Background: an optimization exercise with open tools, aiming at small area, a short achievable clock period and few clock cycles. Do not read the settings as production practice.
The RTL was checked by simulation tests, not by an equivalence proof against the original design.

<file path="design/flow/design.v">
package sha256_pkg;
	localparam int unsigned BlockBytes = 64;
	localparam int unsigned Rounds     = 64;
	localparam int unsigned QueueDepth = 4;
	localparam logic [7:0]  PadMark    = 8'h80;
	localparam logic [5:0]  LengthOfs  = 6'd56;
	typedef logic [31:0] word_t;
	typedef struct packed {
		logic [7:0] data;
		logic       has_byte;
		logic       eom;
	} cmd_t;
	typedef struct packed {
		logic [7:0] message_byte;
		logic       has_byte;
		logic       end_of_message;
	} in_item_t;
	typedef struct packed {
		logic [31:0] digest_word;
		logic [2:0]  word_index;
		logic        last_word;
	} out_item_t;
	localparam logic [255:0] InitHashFlat = {
		32'h6a09e667, 32'hbb67ae85, 32'h3c6ef372, 32'ha54ff53a,
		32'h510e527f, 32'h9b05688c, 32'h1f83d9ab, 32'h5be0cd19
	};
	localparam logic [2047:0] RoundKFlat = {
		32'h428a2f98, 32'h71374491, 32'hb5c0fbcf, 32'he9b5dba5,
		32'h3956c25b, 32'h59f111f1, 32'h923f82a4, 32'hab1c5ed5,
		32'hd807aa98, 32'h12835b01, 32'h243185be, 32'h550c7dc3,
		32'h72be5d74, 32'h80deb1fe, 32'h9bdc06a7, 32'hc19bf174,
		32'he49b69c1, 32'hefbe4786, 32'h0fc19dc6, 32'h240ca1cc,
		32'h2de92c6f, 32'h4a7484aa, 32'h5cb0a9dc, 32'h76f988da,
		32'h983e5152, 32'ha831c66d, 32'hb00327c8, 32'hbf597fc7,
		32'hc6e00bf3, 32'hd5a79147, 32'h06ca6351, 32'h14292967,
		32'h27b70a85, 32'h2e1b2138, 32'h4d2c6dfc, 32'h53380d13,
		32'h650a7354, 32'h766a0abb, 32'h81c2c92e, 32'h92722c85,
		32'ha2bfe8a1, 32'ha81a664b, 32'hc24b8b70, 32'hc76c51a3,
		32'hd192e819, 32'hd6990624, 32'hf40e3585, 32'h106aa070,
		32'h19a4c116, 32'h1e376c08, 32'h2748774c, 32'h34b0bcb5,
		32'h391c0cb3, 32'h4ed8aa4a, 32'h5b9cca4f, 32'h682e6ff3,
		32'h748f82ee, 32'h78a5636f, 32'h84c87814, 32'h8cc70208,
		32'h90befffa, 32'ha4506ceb, 32'hbef9a3f7, 32'hc67178f2
	};
	function automatic word_t init_hash(input logic [2:0] i);
		init_hash = InitHashFlat[{~i, 5'd0} +: 32];
	endfunction
	function automatic word_t round_k(input logic [5:0] r);
		round_k = RoundKFlat[{~r, 5'd0} +: 32];
	endfunction
	function automatic word_t rotr(input word_t x, input int unsigned n);
		rotr = (x >> n) | (x << (32 - n));
	endfunction
	function automatic word_t big_sigma0(input word_t x);
		big_sigma0 = rotr(x, 2) ^ rotr(x, 13) ^ rotr(x, 22);
	endfunction
	function automatic word_t big_sigma1(input word_t x);
		big_sigma1 = rotr(x, 6) ^ rotr(x, 11) ^ rotr(x, 25);
	endfunction
	function automatic word_t small_sigma0(input word_t x);
		small_sigma0 = rotr(x, 7) ^ rotr(x, 18) ^ (x >> 3);
	endfunction
	function automatic word_t small_sigma1(input word_t x);
		small_sigma1 = rotr(x, 17) ^ rotr(x, 19) ^ (x >> 10);
	endfunction
endpackage
module sha256_front (
	input  logic        clk,
	input  logic        arst_n,
	input  logic        in_valid,
	output logic        in_ready,
	input  logic [7:0]  in_byte,
	input  logic        in_has_byte,
	input  logic        in_eom,
	output logic        blk_ready,
	output logic        blk_first,   
	output logic        blk_last,    
	input  logic        launch,
	output logic        rd_active,
	output logic [31:0] rd_word
);
	logic [31:0] mem_q [16];          
	logic [5:0]  wpos_q;
	logic        cl_valid_q;
	logic [6:0]  cl_pos_q;            
	logic        cl_mark_q, cl_len_q, cl_first_q, cl_last_q;
	logic        cl_follow_q;         
	logic        cl_fmark_q;          
	logic [5:0]  lenlo_q;             
	logic        lenz_q;              
	logic        msg_first_q;
	logic [54:0] blk_cnt_q;           
	logic [3:0]  rd_t_q;
	logic        rd_active_q;
	logic [6:0]  rd_pos_q;
	logic        rd_mark_q, rd_len_q;
	logic [5:0]  rd_lenlo_q;
	logic        rd_lenz_q;
	logic        take, byte_we, full;
	logic [6:0]  p7;
	assign in_ready  = !cl_valid_q;
	assign take      = in_valid && !cl_valid_q;
	assign byte_we   = take && in_has_byte;
	assign full      = byte_we && (wpos_q == 6'd63);
	assign p7        = {1'b0, wpos_q} + {6'd0, in_has_byte};
	assign blk_ready = cl_valid_q;
	assign blk_first = cl_first_q;
	assign blk_last  = cl_last_q;
	assign rd_active = rd_active_q;
	always_ff @(posedge clk) begin
		if (byte_we) mem_q[wpos_q[5:2]][{~wpos_q[1:0], 3'd0} +: 8] <= in_byte;
	end
	always_ff @(posedge clk or negedge arst_n) begin
		if (!arst_n) begin
			wpos_q      <= '0;
			cl_valid_q  <= 1'b0;
			cl_pos_q    <= '0;
			cl_mark_q   <= 1'b0;
			cl_len_q    <= 1'b0;
			cl_first_q  <= 1'b0;
			cl_last_q   <= 1'b0;
			cl_follow_q <= 1'b0;
			cl_fmark_q  <= 1'b0;
			lenlo_q     <= '0;
			lenz_q      <= 1'b0;
			msg_first_q <= 1'b1;
			blk_cnt_q   <= '0;
			rd_t_q      <= '0;
			rd_active_q <= 1'b0;
			rd_pos_q    <= '0;
			rd_mark_q   <= 1'b0;
			rd_len_q    <= 1'b0;
			rd_lenlo_q  <= '0;
			rd_lenz_q   <= 1'b0;
		end else begin
			if (rd_active_q) begin
				rd_t_q <= rd_t_q + 1'b1;
				if (rd_t_q == 4'd15) rd_active_q <= 1'b0;
			end
			if (launch) begin
				rd_active_q <= 1'b1;
				rd_t_q      <= '0;
				rd_pos_q    <= cl_pos_q;
				rd_mark_q   <= cl_mark_q;
				rd_len_q    <= cl_len_q;
				rd_lenlo_q  <= lenlo_q;
				rd_lenz_q   <= lenz_q;
				if (cl_follow_q) begin
					cl_pos_q    <= '0;
					cl_mark_q   <= cl_fmark_q;
					cl_len_q    <= 1'b1;
					cl_first_q  <= 1'b0;
					cl_last_q   <= 1'b1;
					cl_follow_q <= 1'b0;
				end else begin
					cl_valid_q  <= 1'b0;
				end
			end else if (take) begin
				if (byte_we) wpos_q <= wpos_q + 1'b1;
				if (full) blk_cnt_q <= msg_first_q ? 55'd1 : blk_cnt_q + 1'b1;
				if (in_eom) begin
					cl_valid_q  <= 1'b1;
					cl_first_q  <= msg_first_q;
					msg_first_q <= 1'b1;
					wpos_q      <= '0;
					if (full) begin
						cl_pos_q    <= 7'd64;
						cl_mark_q   <= 1'b0;
						cl_len_q    <= 1'b0;
						cl_last_q   <= 1'b0;
						cl_follow_q <= 1'b1;
						cl_fmark_q  <= 1'b1;
						lenlo_q     <= '0;
						lenz_q      <= 1'b0;
					end else if (p7 >= 7'd56) begin
						cl_pos_q    <= p7;
						cl_mark_q   <= 1'b1;
						cl_len_q    <= 1'b0;
						cl_last_q   <= 1'b0;
						cl_follow_q <= 1'b1;
						cl_fmark_q  <= 1'b0;
						lenlo_q     <= p7[5:0];
						lenz_q      <= msg_first_q;
					end else begin
						cl_pos_q    <= p7;
						cl_mark_q   <= 1'b1;
						cl_len_q    <= 1'b1;
						cl_last_q   <= 1'b1;
						cl_follow_q <= 1'b0;
						lenlo_q     <= p7[5:0];
						lenz_q      <= msg_first_q;
					end
				end else if (full) begin
					cl_valid_q  <= 1'b1;
					cl_first_q  <= msg_first_q;
					msg_first_q <= 1'b0;
					cl_pos_q    <= 7'd64;
					cl_mark_q   <= 1'b0;
					cl_len_q    <= 1'b0;
					cl_last_q   <= 1'b0;
					cl_follow_q <= 1'b0;
				end
			end
		end
	end
	logic [31:0] m;
	logic [63:0] len_bits;
	logic [5:0]  idx;
	always_comb begin
		m        = mem_q[rd_t_q];
		len_bits = {rd_lenz_q ? 55'd0 : blk_cnt_q, rd_lenlo_q, 3'd0};
		for (int j = 0; j < 4; j++) begin
			idx = {rd_t_q, 2'(j)};
			if ({1'b0, idx} < rd_pos_q)
				rd_word[31 - 8*j -: 8] = m[31 - 8*j -: 8];
			else if ({1'b0, idx} == rd_pos_q && rd_mark_q)
				rd_word[31 - 8*j -: 8] = sha256_pkg::PadMark;
			else
				rd_word[31 - 8*j -: 8] = 8'h00;
		end
		if (rd_len_q && rd_t_q == 4'd14) rd_word = len_bits[63:32];
		if (rd_len_q && rd_t_q == 4'd15) rd_word = len_bits[31:0];
	end
endmodule
module sha256_core (
	input  logic        clk,
	input  logic        arst_n,
	input  logic        blk_ready,
	input  logic        blk_first,
	input  logic        blk_last,
	output logic        launch,
	input  logic        rd_active,
	input  logic [31:0] rd_word,
	output logic        out_valid,
	input  logic        out_ready,
	output logic [31:0] out_word,
	output logic [2:0]  out_index,
	output logic        out_last
);
	sha256_pkg::word_t a_q, b_q, c_q, d_q, e_q, f_q, g_q, h_q;
	sha256_pkg::word_t w_q [16];            
	sha256_pkg::word_t q_q;                 
	sha256_pkg::word_t ha_q [4];            
	sha256_pkg::word_t he_q [4];            
	logic        in_round_q;
	logic [5:0]  rn_q;
	logic [1:0]  ph_q;
	logic        mode_fin_q, mode_init_q;
	logic        fin_pend_q;
	logic        go_q;
	logic        nx_first_q, nx_last_q, cur_first_q, cur_last_q;
	logic        out_valid_q;
	logic [2:0]  oidx_q;
	function automatic sha256_pkg::word_t csa_s(input sha256_pkg::word_t x, input sha256_pkg::word_t y, input sha256_pkg::word_t z);
		csa_s = x ^ y ^ z;
	endfunction
	function automatic sha256_pkg::word_t csa_c(input sha256_pkg::word_t x, input sha256_pkg::word_t y, input sha256_pkg::word_t z);
		csa_c = ((x & y) | (x & z) | (y & z)) << 1;
	endfunction
	sha256_pkg::word_t s1, ch, s0, mj;
	sha256_pkg::word_t p1s, p1c, p2s, p2c, p3s, p3c, e1s, e1c, e2s, e2c;
	sha256_pkg::word_t a_new, e_new;
	always_comb begin
		s1  = sha256_pkg::big_sigma1(e_q);
		ch  = (e_q & f_q) ^ (~e_q & g_q);
		s0  = sha256_pkg::big_sigma0(a_q);
		mj  = (a_q & b_q) ^ (a_q & c_q) ^ (b_q & c_q);
		p1s = csa_s(q_q, ch, mj);
		p1c = csa_c(q_q, ch, mj);
		p2s = csa_s(p1s, p1c, s1);
		p2c = csa_c(p1s, p1c, s1);
		p3s = csa_s(p2s, p2c, s0);
		p3c = csa_c(p2s, p2c, s0);
		a_new = p3s + p3c;
		e1s = csa_s(q_q, ch, d_q);
		e1c = csa_c(q_q, ch, d_q);
		e2s = csa_s(e1s, e1c, s1);
		e2c = csa_c(e1s, e1c, s1);
		e_new = e2s + e2c;
	end
	sha256_pkg::word_t sch, sch1s, sch1c, sch2s, sch2c, w_in;
	sha256_pkg::word_t qa_s, qa_c, q_new;
	logic [5:0] kidx;
	always_comb begin
		sch1s = csa_s(sha256_pkg::small_sigma1(w_q[14]), w_q[9], sha256_pkg::small_sigma0(w_q[1]));
		sch1c = csa_c(sha256_pkg::small_sigma1(w_q[14]), w_q[9], sha256_pkg::small_sigma0(w_q[1]));
		sch2s = csa_s(sch1s, sch1c, w_q[0]);
		sch2c = csa_c(sch1s, sch1c, w_q[0]);
		sch   = sch2s + sch2c;
		w_in  = rd_active ? rd_word : sch;
		kidx  = in_round_q ? rn_q + 6'd1 : 6'd0;
		qa_s  = csa_s(g_q, sha256_pkg::round_k(kidx), w_q[15]);
		qa_c  = csa_c(g_q, sha256_pkg::round_k(kidx), w_q[15]);
		q_new = qa_s + qa_c;
	end
	sha256_pkg::word_t iv_a, iv_e, xa, xe, sum_a, sum_e;
	logic  iv_sel;
	always_comb begin
		iv_a   = sha256_pkg::init_hash({1'b0, ~ph_q});       
		iv_e   = sha256_pkg::init_hash({1'b1, ~ph_q});       
		xa     = !mode_fin_q ? '0 : (cur_first_q ? iv_a : ha_q[0]);
		xe     = !mode_fin_q ? '0 : (cur_first_q ? iv_e : he_q[0]);
		sum_a  = xa + d_q;
		sum_e  = xe + h_q;
		iv_sel = mode_init_q || (mode_fin_q && cur_last_q);
	end
	always_ff @(posedge clk) begin
		for (int i = 0; i < 15; i++) w_q[i] <= w_q[i+1];
		w_q[15] <= w_in;
		q_q <= q_new;
		a_q <= in_round_q ? a_new : (iv_sel ? iv_a : sum_a);
		b_q <= a_q;
		c_q <= b_q;
		d_q <= c_q;
		e_q <= in_round_q ? e_new : (iv_sel ? iv_e : sum_e);
		f_q <= e_q;
		g_q <= f_q;
		h_q <= g_q;
		if (!in_round_q && mode_fin_q) begin
			for (int i = 0; i < 3; i++) begin
				ha_q[i] <= ha_q[i+1];
				he_q[i] <= he_q[i+1];
			end
			ha_q[3] <= sum_a;
			he_q[3] <= sum_e;
		end
	end
	logic loop_end, fin_pend_nx;
	assign launch   = !in_round_q && ph_q == 2'd1 && blk_ready && !go_q &&
		(mode_fin_q || mode_init_q || !fin_pend_q);
	assign loop_end = !in_round_q && ph_q == 2'd3;
	assign fin_pend_nx = fin_pend_q && !mode_fin_q;
	always_ff @(posedge clk or negedge arst_n) begin
		if (!arst_n) begin
			in_round_q  <= 1'b0;
			rn_q        <= '0;
			ph_q        <= '0;
			mode_fin_q  <= 1'b0;
			mode_init_q <= 1'b1;
			fin_pend_q  <= 1'b0;
			go_q        <= 1'b0;
			nx_first_q  <= 1'b0;
			nx_last_q   <= 1'b0;
			cur_first_q <= 1'b0;
			cur_last_q  <= 1'b0;
			out_valid_q <= 1'b0;
			oidx_q      <= '0;
		end else begin
			if (out_valid_q && out_ready) begin
				oidx_q <= oidx_q + 1'b1;
				if (oidx_q == 3'd7) out_valid_q <= 1'b0;
			end
			if (launch) begin
				go_q       <= 1'b1;
				nx_first_q <= blk_first;
				nx_last_q  <= blk_last;
			end
			if (in_round_q) begin
				rn_q <= rn_q + 1'b1;
				if (rn_q == 6'd63) begin
					in_round_q  <= 1'b0;
					ph_q        <= '0;
					fin_pend_q  <= 1'b1;
					mode_fin_q  <= !out_valid_q;
					mode_init_q <= 1'b0;
				end
			end else begin
				ph_q <= ph_q + 1'b1;
				if (loop_end) begin
					if (mode_fin_q && cur_last_q) begin
						out_valid_q <= 1'b1;
						oidx_q      <= '0;
					end
					fin_pend_q  <= fin_pend_nx;
					mode_fin_q  <= fin_pend_nx && !out_valid_q;
					mode_init_q <= 1'b0;
					if (go_q) begin
						go_q        <= 1'b0;
						in_round_q  <= 1'b1;
						rn_q        <= '0;
						cur_first_q <= nx_first_q;
						cur_last_q  <= nx_last_q;
					end
				end
			end
		end
	end
	assign out_valid = out_valid_q;
	assign out_index = oidx_q;
	assign out_last  = (oidx_q == 3'd7);
	always_comb begin
		unique case (oidx_q)
			3'd0: out_word = ha_q[3];
			3'd1: out_word = ha_q[2];
			3'd2: out_word = ha_q[1];
			3'd3: out_word = ha_q[0];
			3'd4: out_word = he_q[3];
			3'd5: out_word = he_q[2];
			3'd6: out_word = he_q[1];
			default: out_word = he_q[0];
		endcase
	end
endmodule
module sha256_byte_stream_hasher (
	input  logic        clk,
	input  logic        arst_n,
	input  logic        in_valid,
	output logic        in_ready,
	input  logic [7:0]  in_message_byte,
	input  logic        in_has_byte,
	input  logic        in_end_of_message,
	output logic        out_valid,
	input  logic        out_ready,
	output logic [31:0] out_digest_word,
	output logic [2:0]  out_word_index,
	output logic        out_last_word
);
	logic        blk_ready, blk_first, blk_last, launch, rd_active;
	logic [31:0] rd_word;
	sha256_front u_front (
		.clk, .arst_n,
		.in_valid    (in_valid),
		.in_ready    (in_ready),
		.in_byte     (in_message_byte),
		.in_has_byte (in_has_byte),
		.in_eom      (in_end_of_message),
		.blk_ready, .blk_first, .blk_last, .launch, .rd_active, .rd_word
	);
	sha256_core u_core (
		.clk, .arst_n,
		.blk_ready, .blk_first, .blk_last, .launch, .rd_active, .rd_word,
		.out_valid (out_valid),
		.out_ready (out_ready),
		.out_word  (out_digest_word),
		.out_index (out_word_index),
		.out_last  (out_last_word)
	);
endmodule
</file>
<file path="design/flow/run.sh">
#!/bin/bash
# synth_recipe.tcl (not shown) runs the flow's synth.tcl, then flattens the netlist and writes it again
# the make line also repeats each setting of config.mk as NAME=value (left out here)
make -C /OpenROAD-flow-scripts/flow DESIGN_CONFIG=/design/flow/config.mk WORK_HOME=/design/flow/orfs CLKGATE_MAP_FILE= SYNTH_SCRIPT=/design/flow/synth_recipe.tcl finish
</file>
<file path="design/flow/config.mk">
export PLATFORM = sky130hd
export DESIGN_NAME = sha256_byte_stream_hasher
export DESIGN_NICKNAME = sha256_byte_stream_hasher
export VERILOG_FILES = /design/flow/design.v
export SDC_FILE = /design/flow/constraint.sdc
export NUM_CORES = 4
export LEC_CHECK = 0
export CAP_MARGIN = 20
export CORE_MARGIN = 2
export CORE_UTILIZATION = 40
export SLEW_MARGIN = 20
</file>
<file path="design/flow/constraint.sdc">
create_clock -name core_clock -period 10.5 [get_ports {clk}]
set_input_delay 2.1000 -clock core_clock [delete_from_list [all_inputs] [get_ports {clk}]]
set_output_delay 2.1000 -clock core_clock [all_outputs]
set_load 0.01 [all_outputs]
</file>
==> summary.txt <==
-- flip-flops by register name, indices dropped and copies added, names as in the netlist, 55 cells and up --
name / flops
u_core.w_q: 512
u_core.he_q: 128
u_front.mem_q: 512
u_core.ha_q: 128
u_front.blk_cnt_q: 55
-- stage by stage --
step	instances	instance area [um^2]	worst slack, ns
final	8550	83300	2.49
after global routing	8549	83300	1.88
after CTS	8548	83200	2.62
after detailed placement	8225	77400	2.70
after global placement	8225	77400	2.74
after floorplan	5866	74100	2.18
-- routing by layer --
layer	vias to the layer above	share of wire	track usage
met3	311	0.060	0.0358
li1	21200	-	-
met5	-	0.000038	0
met1	23500	0.44	0.309
met2	1590	0.47	0.360
met4	2	0.036	0.0793
-- Yosys cell counts (all sizes together), types with 139 or more instances --
cell type and instances:
ha 226, xnor2 326, mux4 163, nor2 408, dfxtp 800, edfxtp 768, o21ai 238, xor2 139
nand2 303, inv 399, a21oi 395, fa 250, clkbuf 184
-- worst reg2reg max path, delay by kind of cell, from the launching register on --
| family | cells | cell delay, ns |
|---|---|---|
| buf+inv | 4 | 0.61 |
| simple gates | 4 | 1.18 |
| xor+xnor | 1 | 0.14 |
| flops | 1 | 0.41 |
| fa+ha+maj | 5 | 2.51 |
| compound gates | 11 | 3.08 |
-- how the worst max path moves through the flow --
stage                      startpoint           endpoint  slack (ns)
global route           u_core.rn_q[1]     u_core.q_q[31]        1.88
finish                 u_core.rn_q[1]     u_core.q_q[31]        2.49
detailed placement     u_core.rn_q[1]     u_core.q_q[31]        2.70
CTS                    u_core.rn_q[1]     u_core.q_q[31]        2.62
global placement       u_core.rn_q[1]     u_core.q_q[31]        2.74
floorplan           u_core.mode_fin_q  u_core.ha_q[0][0]        2.18
-- layout by cell type, fill, tap and decap left out, types with 223 or more instances in the layout --
master    instances
ha_1            223
xnor2_1         326
o21ai_0         236
dfxtp_1         800
fa_1            250
edfxtp_1        768
nor2_1          402
inv_1           397
nand2_1         302
a21oi_1         394
-- layout make-up --
| type | count | area [um^2] | area share |
|---|---|---|---|
| Clock inverter | 93 | 960 | 0.0115 |
| Timing Repair Buffer | 110 | 991 | 0.0119 |
| Clock buffer | 230 | 4850 | 0.0583 |
| Tap cell | 2480 | 3100 | 0.0373 |
| Inverter | 400 | 1500 | 0.0180 |
| Antenna cell | 1 | 2.50 | 0.0000301 |
| Sequential cell | 1691 | 42200 | 0.507 |
| Multi-Input combinational cell | 3545 | 29700 | 0.356 |
-- kinds of logic after synthesis --
| group | Yosys count |
|---|---|
| fa+ha+maj | 506 |
| xor+xnor | 465 |
| simple gates | 1145 |
| buf+inv | 630 |
| mux | 222 |
| compound gates | 1207 |
| flops | 1691 |
==> impl_metrics.yaml <==
setup_path:
  path_delay_family: "compound AO/OA/AOI/OAI gates"
  r2r-start: "u_core.rn_q[1]"
  worstSetupStartpointType: "flip-flop"
  critPathKind: "flip-flop to flip-flop"
  cp_data_required_time_ns: 11.22
  crit_arrival_ns: 8.74
  critical_path.endpoint_type: "flip-flop"
  r2r_slack_ns: 2.49
  crit_top_cell: "o21ai_0"
  rr_endpoint: "u_core.q_q[31]"
  max_stage_delay_ns: 0.85
  cp_max_fo: 16
  critical_path_depth: 25
  cp_slowest_cell: "a2111oi_0"
  worst-path-buf-inv: 4
  r2r_cells: 25
route:
  route.detailed.drc: 0
  first_pass_iters: 7
  via_count: 46600
  routed_wl_um: 212000
  postRouteAntennaNets: 0
  avgRoutedWirePerCell_um: 24.8
  via_per_inst: 5.45
  first_iter_violations: 4855
die:
  start_util: 0.401
  die-height_um: 434
  die_w_um: 434
  rows: 158
  coreArea_um2: 185000
  die_area_um2: 189000
  io-pin-count: 52
worst_hold_path:
  min_path_type: "flip-flop to flip-flop"
  worst_hold_path.endpoint: "u_core.w_q[1][4]"
  min_path_cells: 0
  hp-start: "u_core.w_q[2][4]"
global_route:
  gr-usage-all-layers: 0.224
  overflow: 0
  grt_pass1_wl_um: 312000
  grt_pass1_vias: 46000
  antenna_found_initial: 4
  grt_max_degree: 214
timing:
  maxSlewHeadroom: 0.234
  fin_skew_ns: 0.0493
  hold_ws_ns: 0.300
  rsz0062_at_grt: "no"
  worst_slew_pin_slew_ns: 1.14
  fin_tns_setup_ns: 0
  fin_crit_ns: 8.01
  fmax_mhz: 125
  hold_viol: 0
  slew_violations: 0
  finalSetupViolations: 0
  post-route-period-util: 0.763
layout:
  fillers: 16700
  post-route-util: 0.450
  area_delta_synth_final_pct: 12.3
  final_layout_size_suffix_gt1_frac: 0.0947
  fin_nets: 6413
cts:
  cts.clk_slew.worst_paths_ns: 0.06
  htreeDepth: 4
  cts_root_buf: "clkbuf_16"
  postCtsSetupBuffers: 0
  cts_buffers: 175
  clk_latency_ns: 0.84
  cts_hold_buffers: 0
  cts_resized: 0
  clock_path_buffers: 3
  cts_sinks: 1691
  cts_tree: "built"
yosys:
  synth_nets: 6356
  synth_cells: 5866
  async_reset_ff_frac: 0.0727
  syn_area_um2: 74100
  synthXorXnorAreaFrac: 0.0549
  synth_top_area_share: 0.311
  synth-simple-area-share: 0.0714
  ys_seq_elements: 1691
  synthAdderAreaFrac: 0.110
  ys_warn_count: 5
  synth_cell_type_count: 84
  synth_top_family_by_area: "adder cells"
  synth_mux_area_frac: 0.0580
  ys.flop_type: "dfxtp_1"
  ys_seq_area_frac: 0.569
  synth.area.top_cells: "edfxtp_1, dfxtp_1, fa_1, mux4_2, dfrtp_1"
  synth_edf_count: 768
  synth_compound_area_frac: 0.105
  yosysTopAreaCell: "edfxtp_1"
  synth_area_per_cell_um2: 12.6
outcome:
  run_status: "timing/DRC/antenna clean"
placed_design:
  gp_congestion: 0.954
  post-dp-hpwl_um: 155000
  port_buffers: 51
flow_run:
  drv_cap: 0
Testbench counts, summed over its fixed seeds: cycles 20,364.

-- what the ideal ports hide --
No port has a modelled driver above. Below, the same layout with a new extraction and two added sets of constraints.
Step 1 sets driving cells, clkbuf_16 on the clock port and buf_2 on the other inputs (assumed; they add their load-dependent delay and slew).
Step 2 also shifts input and output timing later by t, the mid clock arrival at the registers, as if the neighbouring blocks saw the same clock.
Three values: ideal ports, drivers, drivers and shift; two values: the first two.
shift t [ns]: 0.885
slack for setup (ns): 2.487 / 2.487 / 2.487
latest minus earliest clock arrival (ns): 0.065 / 0.065
cell pins on the clock port's net: 1
After both steps this run still meets setup and hold. For this run, drivers alone change the setup slack by 0.000 ns; drivers and shift together by 0.000 ns.
